This design comes from an exercise in tuning for small area, a short achievable clock period and few clock cycles per item on the open sky130 flow, not from production work.
Function was checked by simulation only, so behaviour that the tests miss may differ from the original.
Power figures rest on the tool's default switching activity, not on a simulated workload.

==> flow/design.v <==
module cakeLane
#(
	parameter bit FallsDown = 1'b1,
	parameter logic [1:0] Speed = 2'd1,
	parameter logic [53:0] StartY = '0,
	parameter int NumWrap = 6,
	parameter logic [17:0] WrapOrder = '0
)(
	input logic update,
	input logic rst,
	input logic step,
	input logic [9:0] qY,
	output logic [5:0] rowHit
);
	localparam int CakesPerLane = 6;
	localparam int Ring = 480 / Speed;
	localparam int CakeSize = 20;
	localparam int MovesW = $clog2(Ring);
	logic [MovesW-1:0] moves;
	logic [7:0] drift;
	logic [2:0] wraps;
	logic [CakesPerLane-1:0] wrapped;
	logic atEdge;
	logic [8:0] ringY;
	logic [9:0] driftY;
	cakeRowAdd #(.W(9)) ringAdd (
		.a(qY[8:0]),
		.b(FallsDown ? ~(9'(moves) * 9'(Speed)) : 9'(moves) * 9'(Speed)),
		.cin(FallsDown),
		.sum(ringY)
	);
	cakeRowAdd #(.W(10)) driftAdd (
		.a(qY),
		.b({1'b0, drift, 1'b0}),
		.cin(1'b0),
		.sum(driftY)
	);
	function automatic logic inWindow9(input logic [8:0] pos, input int lo);
		int a;
		int b;
		a = (lo + 1) % 512;
		b = (lo + CakeSize - 1) % 512;
		if (a <= b)
			inWindow9 = (pos >= 9'(a)) && (pos <= 9'(b));
		else
			inWindow9 = (pos >= 9'(a)) || (pos <= 9'(b));
	endfunction
	function automatic logic inWindow10(input logic [9:0] pos, input int lo);
		int a;
		int b;
		a = (lo + 1) % 1024;
		b = (lo + CakeSize - 1) % 1024;
		if (a <= b)
			inWindow10 = (pos >= 10'(a)) && (pos <= 10'(b));
		else
			inWindow10 = (pos >= 10'(a)) || (pos <= 10'(b));
	endfunction
	function automatic int edgeMoves(input int w);
		int k;
		k = int'(StartY[9*WrapOrder[3*w +: 3] +: 9]) / int'(Speed);
		edgeMoves = FallsDown ? Ring - k : k;
	endfunction
	function automatic int wrapRank(input int c);
		wrapRank = CakesPerLane;
		for (int w = 0; w < NumWrap; w++)
			if (int'(WrapOrder[3*w +: 3]) == c)
				wrapRank = w;
	endfunction
	always_comb
	begin
		atEdge = 1'b0;
		for (int w = 0; w < NumWrap; w++)
			if (wraps == 3'(w) && moves == MovesW'(edgeMoves(w)))
				atEdge = 1'b1;
	end
	always_comb
	begin
		for (int c = 0; c < CakesPerLane; c++)
		begin
			int s;
			s = int'(StartY[9*c +: 9]);
			wrapped[c] = (wraps > 3'(wrapRank(c)));
			if (Speed != 2'd1 && s % 2 == 1)
				rowHit[c] = ({drift, 1'b0} > 9'(s)) ? inWindow10(driftY, s + 512) : inWindow10(driftY, s);
			else if (wrapped[c])
				rowHit[c] = !qY[9] && inWindow9(ringY, FallsDown ? s + 32 : s + 512 - 32);
			else
				rowHit[c] = !qY[9] && inWindow9(ringY, s);
		end
	end
	always_ff @(posedge update)
	begin
		if (rst)
		begin
			moves <= '0;
			drift <= '0;
			wraps <= '0;
		end
		else if (step)
		begin
			if (atEdge)
				wraps <= wraps + 3'd1;
			else
			begin
				if (moves == MovesW'(Ring - 1))
				begin
					moves <= '0;
					wraps <= '0;
				end
				else
					moves <= moves + MovesW'(1);
				drift <= drift + 8'd1;
			end
		end
	end
endmodule
module cakeRowAdd
#(
	parameter int W = 12
)(
	input logic [W-1:0] a,
	input logic [W-1:0] b,
	input logic cin,
	output logic [W-1:0] sum
);
	logic [W-1:0] p0;
	logic [W-1:0] g;
	logic [W-1:0] p;
	always_comb
	begin
		p0 = a ^ b;
		g = a & b;
		p = p0;
		g[0] = g[0] | (p0[0] & cin);
		for (int lvl = 0; (1 << lvl) < W; lvl++)
			for (int i = 0; i < W; i++)
				if (((i >> lvl) & 1) == 1)
				begin
					int j;
					j = ((i >> lvl) << lvl) - 1;
					g[i] = g[i] | (p[i] & g[j]);
					p[i] = p[i] & p[j];
				end
		sum[0] = p0[0] ^ cin;
		for (int i = 1; i < W; i++)
			sum[i] = p0[i] ^ g[i-1];
	end
endmodule
module pixelQueryFifo
(
	input logic update,
	input logic rst,
	input logic pixelReq,
	output logic pixelAck,
	output logic hitReq,
	input logic hitAck,
	output logic take
);
	assign take = pixelReq && !pixelAck && !hitReq && !hitAck;
	always_ff @(posedge update)
	begin
		if (rst)
		begin
			pixelAck <= 1'b0;
			hitReq <= 1'b0;
		end
		else
		begin
			if (take)
				pixelAck <= 1'b1;
			else if (!pixelReq)
				pixelAck <= 1'b0;
			if (take)
				hitReq <= 1'b1;
			else if (hitAck)
				hitReq <= 1'b0;
		end
	end
endmodule
module cakeHitTester
(
	input logic [9:0] qX,
	input logic [23:0] rowHit,
	output logic [23:0] hitNow
);
	localparam int NumLanes = 4;
	localparam int CakesPerLane = 6;
	localparam int unsigned CakeSize = 20;
	localparam logic [39:0] LaneX = {10'd510, 10'd240, 10'd100, 10'd65};
	always_comb
	begin
		for (int l = 0; l < NumLanes; l++)
			for (int c = 0; c < CakesPerLane; c++)
				hitNow[l * CakesPerLane + c] = rowHit[l * CakesPerLane + c]
					&& (qX > LaneX[10*l +: 10])
					&& ({1'b0, qX} < {1'b0, LaneX[10*l +: 10]} + 11'(CakeSize));
	end
endmodule
module cakeField
(
	input logic update,
	input logic rst,
	input logic step,
	input logic pixelReq,
	input logic [9:0] pixelX,
	input logic [9:0] pixelY,
	output logic pixelAck,
	output logic hitReq,
	output logic [23:0] hitMask,
	input logic hitAck
);
	localparam int NumLanes = 4;
	localparam logic [3:0] LaneFallsDown = 4'b1001;
	localparam logic [7:0] LaneSpeed = {2'd1, 2'd2, 2'd1, 2'd1};
	localparam logic [215:0] LaneStartY = {
		{9'd400, 9'd330, 9'd255, 9'd200, 9'd100, 9'd20},
		{9'd375, 9'd350, 9'd210, 9'd180, 9'd75, 9'd25},
		{9'd440, 9'd340, 9'd290, 9'd220, 9'd150, 9'd50},
		{9'd450, 9'd370, 9'd290, 9'd200, 9'd150, 9'd70}
	};
	localparam logic [15:0] LaneNumWrap = {4'd6, 4'd3, 4'd6, 4'd6};
	localparam logic [71:0] LaneWrapOrder = {
		{3'd0, 3'd1, 3'd2, 3'd3, 3'd4, 3'd5},
		{3'd0, 3'd0, 3'd0, 3'd4, 3'd3, 3'd2},
		{3'd5, 3'd4, 3'd3, 3'd2, 3'd1, 3'd0},
		{3'd0, 3'd1, 3'd2, 3'd3, 3'd4, 3'd5}
	};
	logic [23:0] rowHit;
	for (genvar g = 0; g < NumLanes; g++)
	begin : gLane
		cakeLane #(
			.FallsDown(LaneFallsDown[g]),
			.Speed(LaneSpeed[2*g +: 2]),
			.StartY(LaneStartY[54*g +: 54]),
			.NumWrap(int'(LaneNumWrap[4*g +: 4])),
			.WrapOrder(LaneWrapOrder[18*g +: 18])
		) lane (
			.update(update),
			.rst(rst),
			.step(step),
			.qY(pixelY),
			.rowHit(rowHit[6*g +: 6])
		);
	end
	logic take;
	logic [23:0] hitNow;
	cakeHitTester hitTester (
		.qX(pixelX),
		.rowHit(rowHit),
		.hitNow(hitNow)
	);
	pixelQueryFifo queryFifo (
		.update(update),
		.rst(rst),
		.pixelReq(pixelReq),
		.pixelAck(pixelAck),
		.hitReq(hitReq),
		.hitAck(hitAck),
		.take(take)
	);
	always_ff @(posedge update)
	begin
		if (take)
			hitMask <= hitNow;
	end
endmodule
make LEC_CHECK=0 CAP_MARGIN=20 CORE_MARGIN=2 CORE_UTILIZATION=40 SLEW_MARGIN=20 finish   # period 4.5 ns
run.sh (not shown) runs the stock make flow with config.mk's settings and CLKGATE_MAP_FILE= SYNTH_SCRIPT=/design/flow/synth_recipe.tcl, a recipe that flattens the netlist after the stock synthesis.
The starting point passed the timing, design-rule and antenna checks.
Testbench counts at the start, summed over its fixed seeds: cycles 6,712, queries 3,072.
Edit:
--- a/flow/design.v
+++ b/flow/design.v
@@ -15,14 +15,17 @@
 	localparam int CakesPerLane = 6;
 	localparam int Ring = 480 / Speed;
 	localparam int CakeSize = 20;
 	localparam int MovesW = $clog2(Ring);
 	logic [MovesW-1:0] moves;
 	logic [7:0] drift;
-	logic [2:0] wraps;
-	logic [CakesPerLane-1:0] wrapped;
+	logic [2:0] nextWrap;
+	logic [CakesPerLane-1:0] onRing;
+	logic [CakesPerLane-1:0] isNext;
+	logic [CakesPerLane-1:0] atSlotZero;
+	logic [CakesPerLane-1:0] pastZero;
 	logic atEdge;
 	logic [8:0] ringY;
 	logic [9:0] driftY;
 	cakeRowAdd #(.W(9)) ringAdd (
 		.a(qY[8:0]),
 		.b(FallsDown ? ~(9'(moves) * 9'(Speed)) : 9'(moves) * 9'(Speed)),
@@ -52,66 +55,59 @@
 		b = (lo + CakeSize - 1) % 1024;
 		if (a <= b)
 			inWindow10 = (pos >= 10'(a)) && (pos <= 10'(b));
 		else
 			inWindow10 = (pos >= 10'(a)) || (pos <= 10'(b));
 	endfunction
-	function automatic int edgeMoves(input int w);
-		int k;
-		k = int'(StartY[9*WrapOrder[3*w +: 3] +: 9]) / int'(Speed);
-		edgeMoves = FallsDown ? Ring - k : k;
-	endfunction
-	function automatic int wrapRank(input int c);
-		wrapRank = CakesPerLane;
-		for (int w = 0; w < NumWrap; w++)
-			if (int'(WrapOrder[3*w +: 3]) == c)
-				wrapRank = w;
-	endfunction
 	always_comb
 	begin
-		atEdge = 1'b0;
-		for (int w = 0; w < NumWrap; w++)
-			if (wraps == 3'(w) && moves == MovesW'(edgeMoves(w)))
-				atEdge = 1'b1;
-	end
-	always_comb
-	begin
 		for (int c = 0; c < CakesPerLane; c++)
 		begin
 			int s;
+			int k;
 			s = int'(StartY[9*c +: 9]);
-			wrapped[c] = (wraps > 3'(wrapRank(c)));
-			if (Speed != 2'd1 && s % 2 == 1)
+			k = s / int'(Speed);
+			onRing[c] = (Speed == 2'd1) || (s % 2 == 0);
+			isNext[c] = 1'b0;
+			for (int w = 0; w < NumWrap; w++)
+				if (nextWrap == 3'(w) && WrapOrder[3*w +: 3] == 3'(c))
+					isNext[c] = 1'b1;
+			if (FallsDown)
+			begin
+				atSlotZero[c] = (9'(moves) == 9'(Ring - k));
+				pastZero[c] = (9'(moves) > 9'(Ring - k));
+			end
+			else
+			begin
+				atSlotZero[c] = (9'(moves) == 9'(k));
+				pastZero[c] = (9'(moves) > 9'(k));
+			end
+			if (!onRing[c])
 				rowHit[c] = ({drift, 1'b0} > 9'(s)) ? inWindow10(driftY, s + 512) : inWindow10(driftY, s);
-			else if (wrapped[c])
+			else if (pastZero[c] || (atSlotZero[c] && !isNext[c]))
 				rowHit[c] = !qY[9] && inWindow9(ringY, FallsDown ? s + 32 : s + 512 - 32);
 			else
 				rowHit[c] = !qY[9] && inWindow9(ringY, s);
 		end
 	end
+	assign atEdge = |(isNext & atSlotZero & onRing);
 	always_ff @(posedge update)
 	begin
 		if (rst)
 		begin
 			moves <= '0;
 			drift <= '0;
-			wraps <= '0;
+			nextWrap <= '0;
 		end
 		else if (step)
 		begin
 			if (atEdge)
-				wraps <= wraps + 3'd1;
+				nextWrap <= (nextWrap == 3'(NumWrap - 1)) ? '0 : nextWrap + 3'd1;
 			else
 			begin
-				if (moves == MovesW'(Ring - 1))
-				begin
-					moves <= '0;
-					wraps <= '0;
-				end
-				else
-					moves <= moves + MovesW'(1);
+				moves <= (moves == MovesW'(Ring - 1)) ? '0 : moves + MovesW'(1);
 				drift <= drift + 8'd1;
 			end
 		end
 	end
 endmodule
 module cakeRowAdd
Outcome: Cell area increases slightly; clock-buffer cell count increases by 2; sequential share of layout area decreases by 0.28 points; power decreases by a few percent; cell count increases by a few percent; first-iteration DRC count increases by well over a third; setup slack gains 0.065 ns; maximum frequency increases slightly; critical path depth increases by 2; wire length increases by a few percent; sequential cell count stays the same.
Testbench counts after the change, summed over its fixed seeds: cycles 6,712, queries 3,072.

separate check: timing with driven ports:
No port has a modelled driver above. Below, the same layouts with a new extraction and two added sets of constraints. Step 1 assumes that a clkbuf_16 drives the clock port and a buf_2 every other input. Step 2 adds t to the input delays and takes it off the output delays; t is the mean of the earliest and latest rising clock arrival at the registers after step 1. Input paths then give back, and output paths get back, about the clock's delay inside the block. Three values: no drivers, after step 1, after step 2; two values: the first two.
run | t (ns) | slack for setup (ns) | worst slew at a driven data input, ns
the first run | 0.399 | 0.458 / 0.484 / 0.085 | 0.04
the second run | 0.392 | 0.523 / 0.536 / 0.145 | 0.05
After both steps setup and hold are still met in every run listed. For the second run, which loses most, drivers alone change the setup slack by +0.013 ns; drivers and shift together by -0.378 ns.
